Source: an optimization exercise on an open RTL-to-GDS flow (aim: small area, a short achievable clock period and few clock cycles per item). Production flows keep margins and buffers that such runs may drop. Only simulation tests tie the RTL to the original design; equivalence was not proved. No activity file was given, so power comes from the tool's default toggle rates.

==> trial 88 <==
==> flow/design.v <==
module limb_mul_sequencer #(
  parameter int W       = 32,
  parameter int LIMBS   = 4,
  parameter int MUL_LAT = 2
) (
  input  logic                   clk,
  input  logic                   rst,
  input  logic                   start,
  input  logic [W*LIMBS-1:0]     a,
  input  logic [W*LIMBS-1:0]     b,
  output logic                   busy,
  output logic [2*W*LIMBS-1:0]   product,
  output logic                   done,
  output logic                   mul_start,
  output logic [W-1:0]           mul_a,
  output logic [W-1:0]           mul_b,
  input  logic [2*W-1:0]         mul_product
);
  localparam int N  = W * LIMBS;      
  localparam int AW = 2 * W + 3;      
  localparam int LW = 2 * N - 2 * W;  
  localparam int PS = MUL_LAT + 1;    
  logic [N-1:0]    a_q, b_q;
  logic            act_q;
  logic [3:0]      t_q;
  logic [1:0]      isel_q, jsel_q;
  logic            busy_q;
  logic            accept;
  logic            ms_q;
  logic [W-1:0]    ma_q, mb_q;
  logic            v_q  [PS+1];
  logic            f_q  [PS+1];
  logic            s_q  [PS+1];
  logic            l_q  [PS+1];
  logic [2*W-1:0]  p_q;               
  logic [AW-1:0]   w_q;               
  logic [LW-1:0]   lo_q;              
  logic            done_q;
  logic [3:0]      t_nx;
  logic [1:0]      i_nx, j_nx;
  logic            newcol;
  logic [AW-1:0]   sum, cur;
  assign accept = start & ~busy_q & ~done_q;
  assign t_nx = t_q + 4'd1;
  always_comb begin
    i_nx = 2'd0; j_nx = 2'd0;
    case (t_nx)
      4'd0:  begin i_nx = 2'd0; j_nx = 2'd0; end
      4'd1:  begin i_nx = 2'd0; j_nx = 2'd1; end
      4'd2:  begin i_nx = 2'd1; j_nx = 2'd0; end
      4'd3:  begin i_nx = 2'd0; j_nx = 2'd2; end
      4'd4:  begin i_nx = 2'd1; j_nx = 2'd1; end
      4'd5:  begin i_nx = 2'd2; j_nx = 2'd0; end
      4'd6:  begin i_nx = 2'd0; j_nx = 2'd3; end
      4'd7:  begin i_nx = 2'd1; j_nx = 2'd2; end
      4'd8:  begin i_nx = 2'd2; j_nx = 2'd1; end
      4'd9:  begin i_nx = 2'd3; j_nx = 2'd0; end
      4'd10: begin i_nx = 2'd1; j_nx = 2'd3; end
      4'd11: begin i_nx = 2'd2; j_nx = 2'd2; end
      4'd12: begin i_nx = 2'd3; j_nx = 2'd1; end
      4'd13: begin i_nx = 2'd2; j_nx = 2'd3; end
      4'd14: begin i_nx = 2'd3; j_nx = 2'd2; end
      default: begin i_nx = 2'd3; j_nx = 2'd3; end
    endcase
  end
  always_comb begin
    case (t_q)
      4'd1, 4'd3, 4'd6, 4'd10, 4'd13, 4'd15: newcol = 1'b1;
      default:                               newcol = 1'b0;
    endcase
  end
  always_ff @(posedge clk) begin
    if (rst) begin
      act_q  <= 1'b0;
      busy_q <= 1'b0;
    end else if (accept) begin
      act_q  <= 1'b1;
      busy_q <= 1'b1;
    end else begin
      if (t_q == 4'd15) act_q <= 1'b0;
      busy_q <= act_q & (t_q != 4'd14) & (t_q != 4'd15);
    end
  end
  always_ff @(posedge clk) begin
    if (accept) begin
      t_q    <= '0;
      isel_q <= '0;
      jsel_q <= '0;
    end else begin
      t_q    <= t_nx;
      isel_q <= i_nx;
      jsel_q <= j_nx;
    end
  end
  always_ff @(posedge clk) begin
    if (!busy_q) begin
      a_q <= a;
      b_q <= b;
    end
  end
  always_ff @(posedge clk) begin
    ma_q <= a_q[isel_q*W +: W];
    mb_q <= b_q[jsel_q*W +: W];
  end
  always_ff @(posedge clk) begin
    if (rst) begin
      ms_q <= 1'b0;
      for (int k = 0; k <= PS; k++) v_q[k] <= 1'b0;
    end else begin
      ms_q   <= act_q;
      v_q[0] <= act_q;
      for (int k = 1; k <= PS; k++) v_q[k] <= v_q[k-1];
    end
  end
  always_ff @(posedge clk) begin
    f_q[0] <= (t_q == 4'd0);
    s_q[0] <= newcol;
    l_q[0] <= (t_q == 4'd15);
    for (int k = 1; k <= PS; k++) begin
      f_q[k] <= f_q[k-1];
      s_q[k] <= s_q[k-1];
      l_q[k] <= l_q[k-1];
    end
  end
  always_ff @(posedge clk) p_q <= mul_product;
  localparam int LV = $clog2(AW);
  logic [AW-1:0] pp [LV+1];
  logic [AW-1:0] gg [LV+1];
  logic [AW-1:0] xa, xb;
  assign xa = w_q;
  assign xb = AW'(p_q);
  assign pp[0] = xa ^ xb;
  assign gg[0] = xa & xb;
  for (genvar lv = 0; lv < LV; lv++) begin : g_lv
    for (genvar bi = 0; bi < AW; bi++) begin : g_bit
      if (bi >= (1 << lv)) begin : g_op
        assign gg[lv+1][bi] = gg[lv][bi] | (pp[lv][bi] & gg[lv][bi-(1<<lv)]);
        assign pp[lv+1][bi] = pp[lv][bi] & pp[lv][bi-(1<<lv)];
      end else begin : g_pass
        assign gg[lv+1][bi] = gg[lv][bi];
        assign pp[lv+1][bi] = pp[lv][bi];
      end
    end
  end
  assign sum = pp[0] ^ {gg[LV][AW-2:0], 1'b0};
  assign cur = f_q[PS] ? AW'(p_q) : sum;
  logic sh_q, kp_q;
  always_ff @(posedge clk) begin
    sh_q <= s_q[PS-2] & ~f_q[PS-1];
    kp_q <= ~s_q[PS-2];
  end
  logic [AW-1:0] w_nx;
  always_comb begin
    for (int k = 0; k < AW; k++) begin
      if (k + W < AW)
        w_nx[k] = (sh_q & sum[k+W]) | (kp_q & sum[k]) | (f_q[PS] & ((k + W < 2*W) ? p_q[(k+W) % (2*W)] : 1'b0));
      else
        w_nx[k] = kp_q & sum[k];
    end
  end
  always_ff @(posedge clk) begin
    w_q <= w_nx;
    if (v_q[PS-1] && s_q[PS-1]) lo_q <= {cur[W-1:0], lo_q[LW-1:W]};
  end
  always_ff @(posedge clk) begin
    if (rst) done_q <= 1'b0;
    else     done_q <= v_q[PS] & l_q[PS];
  end
  assign busy      = busy_q;
  assign done      = done_q;
  assign product   = {w_q[2*W-1:0], lo_q};
  assign mul_start = ms_q;
  assign mul_a     = ma_q;
  assign mul_b     = mb_q;
endmodule
==> flow/flow/run.sh <==
#!/bin/bash
export BUFFER_PORTS_ARGS="-buffer_cell sky130_fd_sc_hd__buf_1"
bash standard.sh > standard.log 2>&1
==> flow/standard.sh <==
#!/bin/bash
# synth_recipe.tcl (not shown) runs the flow's synth.tcl, then flattens the netlist and writes it again
# the make line also repeats each setting of config.mk as NAME=value (left out here)
make -C /OpenROAD-flow-scripts/flow DESIGN_CONFIG=/design/flow/config.mk WORK_HOME=/design/flow/orfs CLKGATE_MAP_FILE= SYNTH_SCRIPT=/design/flow/synth_recipe.tcl "${@:-finish}"
==> flow/config.mk <==
export PLATFORM = sky130hd
export DESIGN_NAME = limb_mul_sequencer
export DESIGN_NICKNAME = limb_mul_sequencer
export VERILOG_FILES = /design/flow/design.v
export SDC_FILE = /design/flow/constraint.sdc
export NUM_CORES = 4
export LEC_CHECK = 0
export CAP_MARGIN = 20
export CORE_MARGIN = 2
export CORE_UTILIZATION = 60
export CTS_CLUSTER_DIAMETER = 80
export CTS_CLUSTER_SIZE = 25
export SETUP_SLACK_MARGIN = 5
export SLEW_MARGIN = 20
==> flow/constraint.sdc <==
create_clock -name core_clock -period 8.0 [get_ports {clk}]
set_input_delay 1.6000 -clock core_clock [delete_from_list [all_inputs] [get_ports {clk}]]
set_output_delay 1.6000 -clock core_clock [all_outputs]
set_load 0.01 [all_outputs]
==> trial 86: changes against trial 88 <==
==> flow/flow/run.sh (replaced) <==
#!/bin/bash
export BUFFER_PORTS_ARGS="-buffer_cell sky130_fd_sc_hd__buf_1"
sed 's/SETUP_SLACK_MARGIN=[0-9.]*/SETUP_SLACK_MARGIN=5.4/' standard.sh > standard_m.sh
bash standard_m.sh > standard.log 2>&1
Settings changed: CORE_UTILIZATION 60 to 50, CTS_CLUSTER_DIAMETER 80 to unset, CTS_CLUSTER_SIZE 25 to unset.
==> trial 25: changes against trial 88 <==
--- a/flow/design.v
+++ b/flow/design.v
@@ -134,7 +134,7 @@
   for (genvar lv = 0; lv < LV; lv++) begin : g_lv
     for (genvar bi = 0; bi < AW; bi++) begin : g_bit
-      if (bi >= (1 << lv)) begin : g_op
-        assign gg[lv+1][bi] = gg[lv][bi] | (pp[lv][bi] & gg[lv][bi-(1<<lv)]);
-        assign pp[lv+1][bi] = pp[lv][bi] & pp[lv][bi-(1<<lv)];
+      if (((bi >> lv) & 1) == 1) begin : g_op
+        assign gg[lv+1][bi] = gg[lv][bi] | (pp[lv][bi] & gg[lv][((bi >> lv) << lv) - 1]);
+        assign pp[lv+1][bi] = pp[lv][bi] & pp[lv][((bi >> lv) << lv) - 1];
       end else begin : g_pass
         assign gg[lv+1][bi] = gg[lv][bi];
==> flow/flow/run.sh (replaced) <==
#!/bin/bash
export BUFFER_PORTS_ARGS="-buffer_cell sky130_fd_sc_hd__buf_1"
export CTS_ARGS="-sink_clustering_enable -repair_clock_nets -sink_clustering_size 25 -sink_clustering_max_diameter 100 -dont_use_dummy_load"
bash standard.sh > standard.log 2>&1
Settings changed: CORE_UTILIZATION 60 to 45, CTS_CLUSTER_DIAMETER 80 to 100.
==> comparison <==
Synthesized cell count: trial 25 is lower than trial 86 (15%). Die area, highest first: trial 25, trial 86, trial 88. Sequential share of layout area: trial 88 is lower than trial 25 (2.0 points). Count of clock-buffer cells in the layout: trial 25 < trial 88 < trial 86. Via count, lowest first: trial 25, trial 88, trial 86. Wire length, highest first: trial 86, trial 88, trial 25. Final cell count: trial 25 < trial 88 < trial 86. Between trial 86 and trial 88, the lower sequential power is in trial 88 (gap 4.9%, measured against trial 88).
Testbench counts of trial 88, summed over its fixed seeds: cycles 25,648, items 1,600.
Testbench counts of trial 86, summed over its fixed seeds: cycles 25,648, items 1,600.
Testbench counts of trial 25, summed over its fixed seeds: cycles 25,648, items 1,600.

re-timing with driven ports:
The results above use ideal ports. As a check the final layouts listed here were re-extracted and re-timed, cells and wires unchanged. Step 1 assumes that a clkbuf_16 drives the clock port and a buf_2 every other input. Step 2, shift: input delay + t, output delay - t, t = (earliest + latest rising clock arrival at the registers) / 2. This alone moves slack from input paths to output paths. a / b / c = ideal ports / drivers / drivers and shift; a / b = the first two.
run | shift t [ns] | slack for setup (ns) | worst setup path after step 2 | clock arrival spread, ns
trial 88 | 0.629 | 5.014 / 5.014 / 5.014 | register to register | 0.017 / 0.017
trial 86 | 0.650 | 5.019 / 5.019 / 5.019 | register to register | 0.026 / 0.026
trial 25 | 0.598 | 4.893 / 4.893 / 4.893 | register to register | 0.070 / 0.070
After both steps every run listed still meets setup and hold.
